Background: an optimization exercise with open tools, aiming at small area and a short achievable clock period. Do not read the settings as production practice.
RTL that was checked went through simulation tests only; none was proved equivalent to the original.
No activity file was given, so power comes from the tool's default toggle rates.

==> module core_trace_buf, before the edit <==
module core_trace_buf #(
  parameter int DEPTH_LOG2 = 4,
  parameter int SEQ_W      = 16
) (
  input  logic                  clk,
  input  logic                  rst,
  input  logic                  trace_en,
  input  logic                  clear,
  input  logic [31:0]           core_pc,
  input  logic [31:0]           core_inst,
  input  logic                  core_rf_we,
  input  logic [4:0]            core_rf_waddr,
  input  logic [31:0]           core_rf_wdata,
  output logic                  out_valid,
  input  logic                  out_ready,
  output logic [SEQ_W-1:0]      out_seq,
  output logic [31:0]           out_pc,
  output logic [31:0]           out_inst,
  output logic                  out_rd_we,
  output logic [4:0]            out_rd,
  output logic [31:0]           out_rd_data,
  output logic [DEPTH_LOG2:0]   count,
  output logic                  overflow,
  output logic [SEQ_W-1:0]      drop_cnt
);
  localparam int DEPTH = 1 << DEPTH_LOG2;
  localparam int NS    = DEPTH - 1;                   
  localparam int REC_W = SEQ_W + 32 + 32 + 1 + 5 + 32;
  logic [REC_W-1:0]      r_mem [NS];
  logic [REC_W-1:0]      r_head;
  logic [NS-1:0]         r_wptr;                      
  logic [NS:0]           r_hsel;                      
  logic [DEPTH_LOG2:0]   r_count;
  logic                  r_valid, r_full, r_le1;
  logic [SEQ_W-1:0]      r_seq, r_drop;
  logic                  r_ovf;
  logic                  w_attempt, w_pop, w_push, w_drop, w_to_mem, w_rd_adv;
  logic [REC_W-1:0]      w_rec, w_head_d;
  logic [DEPTH_LOG2:0]   w_count_n;
  logic [NS-1:0]         w_wen;
  assign w_attempt = trace_en & ~clear;
  assign w_pop     = r_valid & out_ready & ~clear;
  assign w_push    = w_attempt & (~r_full | w_pop);
  assign w_drop    = w_attempt & r_full & ~w_pop;
  assign w_to_mem  = w_push & ~r_le1 | w_push & r_valid & ~out_ready;
  assign w_rd_adv  = w_pop & ~r_le1;
  assign w_count_n = r_count + (DEPTH_LOG2+1)'(w_push) - (DEPTH_LOG2+1)'(w_pop);
  assign w_rec     = {r_seq, core_pc, core_inst, core_rf_we & (core_rf_waddr != 5'd0), core_rf_waddr, core_rf_wdata};
  assign {out_seq, out_pc, out_inst, out_rd_we, out_rd, out_rd_data} = r_head;
  assign out_valid = r_valid;
  assign count     = r_count;
  assign overflow  = r_ovf;
  assign drop_cnt  = r_drop;
  always_comb begin
    w_head_d = r_hsel[NS] ? w_rec : '0;
    for (int i = 0; i < NS; i++)
      w_head_d = w_head_d | (r_hsel[i] ? r_mem[i] : '0);
  end
  always_comb
    for (int i = 0; i < NS; i++)
      w_wen[i] = r_wptr[i] & (~r_full | out_ready);
  always_ff @(posedge clk)
    for (int i = 0; i < NS; i++)
      if (w_wen[i]) r_mem[i] <= w_rec;
  always_ff @(posedge clk)
    if (~r_valid | out_ready) r_head <= w_head_d;
  always_ff @(posedge clk or posedge rst)
    if (rst) begin
      r_wptr  <= NS'(1);
      r_hsel  <= (NS+1)'(1) << NS;
      r_count <= '0;
      r_valid <= 1'b0;
      r_full  <= 1'b0;
      r_le1   <= 1'b1;
      r_seq   <= '0;
      r_drop  <= '0;
      r_ovf   <= 1'b0;
    end else if (clear) begin
      r_wptr  <= NS'(1);
      r_hsel  <= (NS+1)'(1) << NS;
      r_count <= '0;
      r_valid <= 1'b0;
      r_full  <= 1'b0;
      r_le1   <= 1'b1;
      r_seq   <= '0;
      r_drop  <= '0;
      r_ovf   <= 1'b0;
    end else begin
      if (w_to_mem) r_wptr <= {r_wptr[NS-2:0], r_wptr[NS-1]};
      if (w_count_n <= (DEPTH_LOG2+1)'(1))
        r_hsel <= (NS+1)'(1) << NS;
      else if (w_rd_adv)
        r_hsel <= {1'b0, r_hsel[NS-2:0], r_hsel[NS-1]};
      else if (r_le1)
        r_hsel <= {1'b0, r_wptr};
      r_count <= w_count_n;
      r_valid <= w_count_n != '0;
      r_full  <= w_count_n[DEPTH_LOG2];
      r_le1   <= w_count_n <= (DEPTH_LOG2+1)'(1);
      r_seq   <= w_attempt ? r_seq + 1'b1 : r_seq;
      r_drop  <= (w_drop && r_drop != '1) ? r_drop + 1'b1 : r_drop;
      r_ovf   <= r_ovf | w_drop;
    end
endmodule
Settings: LEC_CHECK=0, CAP_MARGIN=20, CORE_MARGIN=2, CORE_UTILIZATION=40, SLEW_MARGIN=20; clock period 5.5 ns.
run.sh (not shown) runs the stock make flow with config.mk's settings and CLKGATE_MAP_FILE= SYNTH_SCRIPT=/design/flow/synth_recipe.tcl, a recipe that flattens the netlist after the stock synthesis.
The baseline ran to the end with no violations.
Change:
--- a/flow/design.v
+++ b/flow/design.v
@@ -25,36 +25,40 @@
 );
   localparam int DEPTH = 1 << DEPTH_LOG2;
   localparam int NS    = DEPTH - 1;                   
+  localparam int CW    = DEPTH_LOG2 + 1;
   localparam int REC_W = SEQ_W + 32 + 32 + 1 + 5 + 32;
   logic [REC_W-1:0]      r_mem [NS];
   logic [REC_W-1:0]      r_head;
   logic [NS-1:0]         r_wptr;                      
   logic [NS:0]           r_hsel;                      
-  logic [DEPTH_LOG2:0]   r_count;
-  logic                  r_valid, r_full, r_le1;
+  logic [CW-1:0]         r_count;
+  logic                  r_valid, r_c1, r_c2, r_full;  
   logic [SEQ_W-1:0]      r_seq, r_drop;
   logic                  r_ovf;
-  logic                  w_attempt, w_pop, w_push, w_drop, w_to_mem, w_rd_adv;
+  logic                  w_attempt, w_pop, w_push, w_drop, w_up, w_dn, w_to_mem, w_le1_n, w_hold;
   logic [REC_W-1:0]      w_rec, w_head_d;
-  logic [DEPTH_LOG2:0]   w_count_n;
+  logic [NS:0]           w_hld;
   logic [NS-1:0]         w_wen;
   assign w_attempt = trace_en & ~clear;
   assign w_pop     = r_valid & out_ready & ~clear;
   assign w_push    = w_attempt & (~r_full | w_pop);
   assign w_drop    = w_attempt & r_full & ~w_pop;
-  assign w_to_mem  = w_push & ~r_le1 | w_push & r_valid & ~out_ready;
-  assign w_rd_adv  = w_pop & ~r_le1;
-  assign w_count_n = r_count + (DEPTH_LOG2+1)'(w_push) - (DEPTH_LOG2+1)'(w_pop);
+  assign w_up      = w_push & ~w_pop;
+  assign w_dn      = w_pop & ~w_push;
+  assign w_to_mem  = w_push & r_valid & ~(r_c1 & out_ready);
+  assign w_le1_n   = clear | ~r_valid | r_c1 & ~w_up | r_c2 & w_dn;
   assign w_rec     = {r_seq, core_pc, core_inst, core_rf_we & (core_rf_waddr != 5'd0), core_rf_waddr, core_rf_wdata};
   assign {out_seq, out_pc, out_inst, out_rd_we, out_rd, out_rd_data} = r_head;
   assign out_valid = r_valid;
   assign count     = r_count;
   assign overflow  = r_ovf;
   assign drop_cnt  = r_drop;
+  assign w_hold = r_valid & ~out_ready;
+  assign w_hld  = w_hold ? '0 : r_hsel;
   always_comb begin
-    w_head_d = r_hsel[NS] ? w_rec : '0;
+    w_head_d = (w_hold ? r_head : '0) | (w_hld[NS] ? w_rec : '0);
     for (int i = 0; i < NS; i++)
-      w_head_d = w_head_d | (r_hsel[i] ? r_mem[i] : '0);
+      w_head_d = w_head_d | (w_hld[i] ? r_mem[i] : '0);
   end
   always_comb
     for (int i = 0; i < NS; i++)
@@ -63,15 +67,16 @@
     for (int i = 0; i < NS; i++)
       if (w_wen[i]) r_mem[i] <= w_rec;
   always_ff @(posedge clk)
-    if (~r_valid | out_ready) r_head <= w_head_d;
+    r_head <= w_head_d;
   always_ff @(posedge clk or posedge rst)
     if (rst) begin
       r_wptr  <= NS'(1);
       r_hsel  <= (NS+1)'(1) << NS;
       r_count <= '0;
       r_valid <= 1'b0;
+      r_c1    <= 1'b0;
+      r_c2    <= 1'b0;
       r_full  <= 1'b0;
-      r_le1   <= 1'b1;
       r_seq   <= '0;
       r_drop  <= '0;
       r_ovf   <= 1'b0;
@@ -80,23 +85,33 @@
       r_hsel  <= (NS+1)'(1) << NS;
       r_count <= '0;
       r_valid <= 1'b0;
+      r_c1    <= 1'b0;
+      r_c2    <= 1'b0;
       r_full  <= 1'b0;
-      r_le1   <= 1'b1;
       r_seq   <= '0;
       r_drop  <= '0;
       r_ovf   <= 1'b0;
     end else begin
       if (w_to_mem) r_wptr <= {r_wptr[NS-2:0], r_wptr[NS-1]};
-      if (w_count_n <= (DEPTH_LOG2+1)'(1))
+      if (w_le1_n)
         r_hsel <= (NS+1)'(1) << NS;
-      else if (w_rd_adv)
+      else if (w_pop)
         r_hsel <= {1'b0, r_hsel[NS-2:0], r_hsel[NS-1]};
-      else if (r_le1)
+      else if (r_c1)
         r_hsel <= {1'b0, r_wptr};
-      r_count <= w_count_n;
-      r_valid <= w_count_n != '0;
-      r_full  <= w_count_n[DEPTH_LOG2];
-      r_le1   <= w_count_n <= (DEPTH_LOG2+1)'(1);
+      if (w_up) begin
+        r_count <= r_count + 1'b1;
+        r_valid <= 1'b1;
+        r_c1    <= ~r_valid;
+        r_c2    <= r_c1;
+        r_full  <= r_count == CW'(DEPTH - 1);
+      end else if (w_dn) begin
+        r_count <= r_count - 1'b1;
+        r_valid <= ~r_c1;
+        r_c1    <= r_c2;
+        r_c2    <= r_count == CW'(3);
+        r_full  <= 1'b0;
+      end
       r_seq   <= w_attempt ? r_seq + 1'b1 : r_seq;
       r_drop  <= (w_drop && r_drop != '1) ? r_drop + 1'b1 : r_drop;
       r_ovf   <= r_ovf | w_drop;
What happened:
- area after synthesis hardly moves
- total power drops by roughly a tenth
- sequential share of layout area drops by 1.7 points
- cell count rose by a few percent
- sequential power went down by a little under a tenth
- worst setup slack gains 0.072 ns
- combinational power drops by well over a third
- core utilization is higher by 0.13 points
- cell area increases slightly
The RTL of the second run of this note was laid out without a check of its function.


Another version of the RTL of core_trace_buf (not shown whole).
Size in the first run: about 2000 flip-flops, about 250 I/O pins.
// core_trace_buf
module core_trace_buf #(
  parameter int DEPTH_LOG2 = 4,
  parameter int SEQ_W      = 16
) (
  input  logic                  clk,
  input  logic                  rst,
  input  logic                  trace_en,
  input  logic                  clear,
  input  logic [31:0]           core_pc,
  input  logic [31:0]           core_inst,
  input  logic                  core_rf_we,
  input  logic [4:0]            core_rf_waddr,
  input  logic [31:0]           core_rf_wdata,
  output logic                  out_valid,
  input  logic                  out_ready,
  output logic [SEQ_W-1:0]      out_seq,
  output logic [31:0]           out_pc,
  output logic [31:0]           out_inst,
  output logic                  out_rd_we,
  output logic [4:0]            out_rd,
  output logic [31:0]           out_rd_data,
  output logic [DEPTH_LOG2:0]   count,
  output logic                  overflow,
  output logic [SEQ_W-1:0]      drop_cnt
);
make LEC_CHECK=0 CAP_MARGIN=20 CORE_MARGIN=2 CORE_UTILIZATION=50 CTS_CLUSTER_DIAMETER=150 CTS_CLUSTER_SIZE=28 SETUP_SLACK_MARGIN=3.2 SLEW_MARGIN=20 SYNTH_HIERARCHICAL=1 SYNTH_MINIMUM_KEEP_SIZE=0 finish   # period 5.5 ns
Edit:
--- a/flow/design.v
+++ b/flow/design.v
@@ -105,44 +105,43 @@
   always_ff @(posedge clk)
     for (int i = 0; i < NS; i++)
       if (w_wen[i]) r_mem[i] <= w_rec;
   always_ff @(posedge clk)
     r_head <= w_head_d;
   assign w_wptr = r_wa | r_wb;
   logic [NS-1:0]  n_wptr;
   logic [NS:0]    n_hsel;
   logic [CW-1:0]  n_count;
   logic           n_valid, n_c1, n_c2, n_full;
-  logic [CW-1:0]  w_count_inc, w_count_dec;
-  assign w_count_inc = r_count + 1'b1;
-  assign w_count_dec = r_count - 1'b1;
   always_comb begin
     n_wptr  = w_wptr;
     n_hsel  = r_hsel;
+    n_count = r_count;
     n_valid = r_valid;
     n_c1    = r_c1;
     n_c2    = r_c2;
     n_full  = r_full;
     if (w_to_mem) n_wptr = {w_wptr[NS-2:0], w_wptr[NS-1]};
     if (w_le1_n)
       n_hsel = (NS+1)'(1) << NS;
     else if (w_pop)
       n_hsel = {1'b0, r_hsel[NS-2:0], r_hsel[NS-1]};
     else if (r_c1)
       n_hsel = {1'b0, w_wptr};
-    n_count = {CW{w_up}} & w_count_inc | {CW{w_dn}} & w_count_dec | {CW{~w_up & ~w_dn}} & r_count;
     if (w_up) begin
+      n_count = r_count + 1'b1;
       n_valid = 1'b1;
       n_c1    = ~r_valid;
       n_c2    = r_c1;
       n_full  = r_count == CW'(DEPTH - 1);
     end else if (w_dn) begin
+      n_count = r_count - 1'b1;
       n_valid = ~r_c1;
       n_c1    = r_c2;
       n_c2    = r_count == CW'(3);
       n_full  = 1'b0;
     end
   end
   always_ff @(posedge clk or posedge rst)
     if (rst) begin
       r_wa    <= NS'(1);
       r_wb    <= '0;
Outcome:
- The changed run completed with no timing, DRC or antenna violations
- routed wire length drops by 4.3%
- power goes up by 0.76%
- critical path depth does not change
- fmax rises by 0.64%
- non-clock buffer count falls by 3
- die area hardly moves
- cell area hardly moves
- utilization stays flat
- clock power fell by about 0.5%
- via count goes down by 2.0%
- global-route usage came out lower by 1.1 points
No run of this note included a check of the RTL's function; only the layout flow was run.


core_trace_buf, a different RTL version from the one above (not shown whole).
Size in the first run: roughly 2,000 flip-flops, about 250 I/O pins, ~71,000 um2 of cells after synthesis.
Design core_trace_buf, start of the top module:
module core_trace_buf #(
  parameter int DEPTH_LOG2 = 4,
  parameter int SEQ_W      = 16
) (
  input  logic                  clk,
  input  logic                  rst,
  input  logic                  trace_en,
  input  logic                  clear,
  input  logic [31:0]           core_pc,
  input  logic [31:0]           core_inst,
  input  logic                  core_rf_we,
  input  logic [4:0]            core_rf_waddr,
  input  logic [31:0]           core_rf_wdata,
  output logic                  out_valid,
  input  logic                  out_ready,
  output logic [SEQ_W-1:0]      out_seq,
  output logic [31:0]           out_pc,
  output logic [31:0]           out_inst,
  output logic                  out_rd_we,
  output logic [4:0]            out_rd,
  output logic [31:0]           out_rd_data,
  output logic [DEPTH_LOG2:0]   count,
  output logic                  overflow,
  output logic [SEQ_W-1:0]      drop_cnt
);
==> module core_trace_buf, before the edit <==
module core_trace_buf #(
  parameter int DEPTH_LOG2 = 4,
  parameter int SEQ_W      = 16
) (
  input  logic                  clk,
  input  logic                  rst,
  input  logic                  trace_en,
  input  logic                  clear,
  input  logic [31:0]           core_pc,
  input  logic [31:0]           core_inst,
  input  logic                  core_rf_we,
  input  logic [4:0]            core_rf_waddr,
  input  logic [31:0]           core_rf_wdata,
  output logic                  out_valid,
  input  logic                  out_ready,
  output logic [SEQ_W-1:0]      out_seq,
  output logic [31:0]           out_pc,
  output logic [31:0]           out_inst,
  output logic                  out_rd_we,
  output logic [4:0]            out_rd,
  output logic [31:0]           out_rd_data,
  output logic [DEPTH_LOG2:0]   count,
  output logic                  overflow,
  output logic [SEQ_W-1:0]      drop_cnt
);
  localparam int DEPTH = 1 << DEPTH_LOG2;
  localparam int NS    = DEPTH - 1;                   
  localparam int CW    = DEPTH_LOG2 + 1;
  localparam int REC_W = SEQ_W + 32 + 32 + 1 + 5 + 32;
  logic [REC_W-1:0]      r_mem [NS];
  logic [REC_W-1:0]      r_head;
  logic [NS-1:0]         r_wa, r_wb;                  
  logic [NS-1:0]         w_wptr;
  logic [NS:0]           r_hsel;                      
  logic [CW-1:0]         r_count;
  logic                  r_valid, r_c1, r_c2, r_full;  
  logic [SEQ_W-1:0]      r_seq, r_drop;
  logic                  r_ovf;
  logic                  w_attempt, w_pop, w_push, w_drop, w_up, w_dn, w_to_mem, w_le1_n, w_hold;
  logic [REC_W-1:0]      w_rec, w_head_d;
  logic [NS:0]           w_hld;
  logic [NS-1:0]         w_wen;
  assign w_attempt = trace_en & ~clear;
  assign w_pop     = r_valid & out_ready & ~clear;
  assign w_push    = w_attempt & (~r_full | w_pop);
  assign w_drop    = w_attempt & r_full & ~w_pop;
  assign w_up      = w_push & ~w_pop;
  assign w_dn      = w_pop & ~w_push;
  assign w_to_mem  = w_push & r_valid & ~(r_c1 & out_ready);
  assign w_le1_n   = clear | ~r_valid | r_c1 & ~w_up | r_c2 & w_dn;
  assign w_rec     = {r_seq, core_pc, core_inst, core_rf_we & (core_rf_waddr != 5'd0), core_rf_waddr, core_rf_wdata};
  assign {out_seq, out_pc, out_inst, out_rd_we, out_rd, out_rd_data} = r_head;
  assign out_valid = r_valid;
  assign count     = r_count;
  assign overflow  = r_ovf;
  assign drop_cnt  = r_drop;
  assign w_hold = r_valid & ~out_ready;
  assign w_hld  = w_hold ? '0 : r_hsel;
  always_comb begin
    w_head_d = (w_hold ? r_head : '0) | (w_hld[NS] ? w_rec : '0);
    for (int i = 0; i < NS; i++)
      w_head_d = w_head_d | (w_hld[i] ? r_mem[i] : '0);
  end
  always_comb
    for (int i = 0; i < NS; i++)
      w_wen[i] = r_wa[i] | r_wb[i] & out_ready;
  always_ff @(posedge clk)
    for (int i = 0; i < NS; i++)
      if (w_wen[i]) r_mem[i] <= w_rec;
  always_ff @(posedge clk)
    r_head <= w_head_d;
  assign w_wptr = r_wa | r_wb;
  logic [NS-1:0]  n_wptr;
  logic [NS:0]    n_hsel;
  logic [CW-1:0]  n_count;
  logic           n_valid, n_c1, n_c2, n_full;
  logic [CW-1:0]  w_count_inc, w_count_dec;
  assign w_count_inc = r_count + 1'b1;
  assign w_count_dec = r_count - 1'b1;
  always_comb begin
    n_wptr  = w_wptr;
    n_hsel  = r_hsel;
    n_valid = r_valid;
    n_c1    = r_c1;
    n_c2    = r_c2;
    n_full  = r_full;
    if (w_to_mem) n_wptr = {w_wptr[NS-2:0], w_wptr[NS-1]};
    if (w_le1_n)
      n_hsel = (NS+1)'(1) << NS;
    else if (w_pop)
      n_hsel = {1'b0, r_hsel[NS-2:0], r_hsel[NS-1]};
    else if (r_c1)
      n_hsel = {1'b0, w_wptr};
    n_count = {CW{w_up}} & w_count_inc | {CW{w_dn}} & w_count_dec | {CW{~w_up & ~w_dn}} & r_count;
    if (w_up) begin
      n_valid = 1'b1;
      n_c1    = ~r_valid;
      n_c2    = r_c1;
      n_full  = r_count == CW'(DEPTH - 1);
    end else if (w_dn) begin
      n_valid = ~r_c1;
      n_c1    = r_c2;
      n_c2    = r_count == CW'(3);
      n_full  = 1'b0;
    end
  end
  always_ff @(posedge clk or posedge rst)
    if (rst) begin
      r_wa    <= NS'(1);
      r_wb    <= '0;
      r_hsel  <= (NS+1)'(1) << NS;
      r_count <= '0;
      r_valid <= 1'b0;
      r_c1    <= 1'b0;
      r_c2    <= 1'b0;
      r_full  <= 1'b0;
      r_seq   <= '0;
      r_drop  <= '0;
      r_ovf   <= 1'b0;
    end else if (clear) begin
      r_wa    <= NS'(1);
      r_wb    <= '0;
      r_hsel  <= (NS+1)'(1) << NS;
      r_count <= '0;
      r_valid <= 1'b0;
      r_c1    <= 1'b0;
      r_c2    <= 1'b0;
      r_full  <= 1'b0;
      r_seq   <= '0;
      r_drop  <= '0;
      r_ovf   <= 1'b0;
    end else begin
      r_wa    <= n_full ? '0 : n_wptr;
      r_wb    <= n_full ? n_wptr : '0;
      r_hsel  <= n_hsel;
      r_count <= n_count;
      r_valid <= n_valid;
      r_c1    <= n_c1;
      r_c2    <= n_c2;
      r_full  <= n_full;
      r_seq   <= w_attempt ? r_seq + 1'b1 : r_seq;
      r_drop  <= (w_drop && r_drop != '1) ? r_drop + 1'b1 : r_drop;
      r_ovf   <= r_ovf | w_drop;
    end
endmodule
clock: 5.5 ns
lec_check: 0
cap_margin: 20
core_margin: 2
core_utilization: 55
cts_cluster_diameter: 150
cts_cluster_size: 28
setup_slack_margin: 3.2
slew_margin: 20
Edit:
--- a/flow/design.v
+++ b/flow/design.v
@@ -73,14 +73,12 @@
   logic [NS-1:0]  n_wptr;
   logic [NS:0]    n_hsel;
   logic [CW-1:0]  n_count;
   logic           n_valid, n_c1, n_c2, n_full;
-  logic [CW-1:0]  w_count_inc, w_count_dec;
-  assign w_count_inc = r_count + 1'b1;
-  assign w_count_dec = r_count - 1'b1;
   always_comb begin
     n_wptr  = w_wptr;
     n_hsel  = r_hsel;
+    n_count = r_count;
     n_valid = r_valid;
     n_c1    = r_c1;
     n_c2    = r_c2;
     n_full  = r_full;
@@ -90,15 +88,16 @@
     else if (w_pop)
       n_hsel = {1'b0, r_hsel[NS-2:0], r_hsel[NS-1]};
     else if (r_c1)
       n_hsel = {1'b0, w_wptr};
-    n_count = {CW{w_up}} & w_count_inc | {CW{w_dn}} & w_count_dec | {CW{~w_up & ~w_dn}} & r_count;
     if (w_up) begin
+      n_count = r_count + 1'b1;
       n_valid = 1'b1;
       n_c1    = ~r_valid;
       n_c2    = r_c1;
       n_full  = r_count == CW'(DEPTH - 1);
     end else if (w_dn) begin
+      n_count = r_count - 1'b1;
       n_valid = ~r_c1;
       n_c1    = r_c2;
       n_c2    = r_count == CW'(3);
       n_full  = 1'b0;
=>
- The changed run passed the timing, design-rule and antenna checks
- die area is about the same
- final area barely changes
- count of clock-buffer cells in the layout went up by 5
- worst setup slack improved by 20 ps
- non-clock buffer count went down by 1
- routed wire length went up by a few percent
- hold slack got worse by 7.0 ps
- critical path depth is unchanged
- clock power went up slightly
- synthesized area stays flat
- power went up by a few percent
- via count went up by a few percent
- final cell count went up slightly
- fmax went up slightly
The RTL of the first run of this note was laid out without a check of its function.

## separate check: timing with driven ports
The results above use ideal ports. As a check the final layouts listed here were re-extracted and re-timed, cells and wires unchanged.
Step 1 assumes that a clkbuf_16 drives the clock port and a buf_2 every other input.
Step 2 moves the port delays by t, midway between the first and last clock arrival at a register: inputs arrive t later, outputs are due t later. That takes back most of the time a late clock gives input paths.
Three values: ideal, step 1, step 2; two values: the first two.
run	shift t [ns]	setup WS [ns]	worst hold slack (ns)	clock arrival spread, ns	slew at the worst register clock pin (ns)
the first run of note 1	0.897	1.990 / 2.042 / 1.145	0.530 / 0.530 / 0.530	0.037 / 0.037	0.07 / 0.07
the second run of note 1	0.909	2.062 / 2.102 / 1.193	0.449 / 0.449 / 0.449	0.035 / 0.034	0.07 / 0.07
the first run of note 2	0.819	3.076 / 2.990 / 2.320	0.491 / 0.491 / 0.491	0.037 / 0.037	0.12 / 0.12
the second run of note 2	0.784	3.091 / 3.018 / 2.433	0.485 / 0.485 / 0.485	0.041 / 0.041	0.12 / 0.12
the first run of note 3	0.766	3.096 / 3.020 / 2.384	0.497 / 0.497 / 0.497	0.034 / 0.034	0.11 / 0.11
the second run of note 3	0.777	3.116 / 3.040 / 2.424	0.490 / 0.490 / 0.490	0.038 / 0.038	0.12 / 0.12
After both steps every run listed still meets setup and hold. The setup slack of the second run of note 1, which loses most, moves by +0.040 ns with the drivers and by -0.869 ns with both steps.
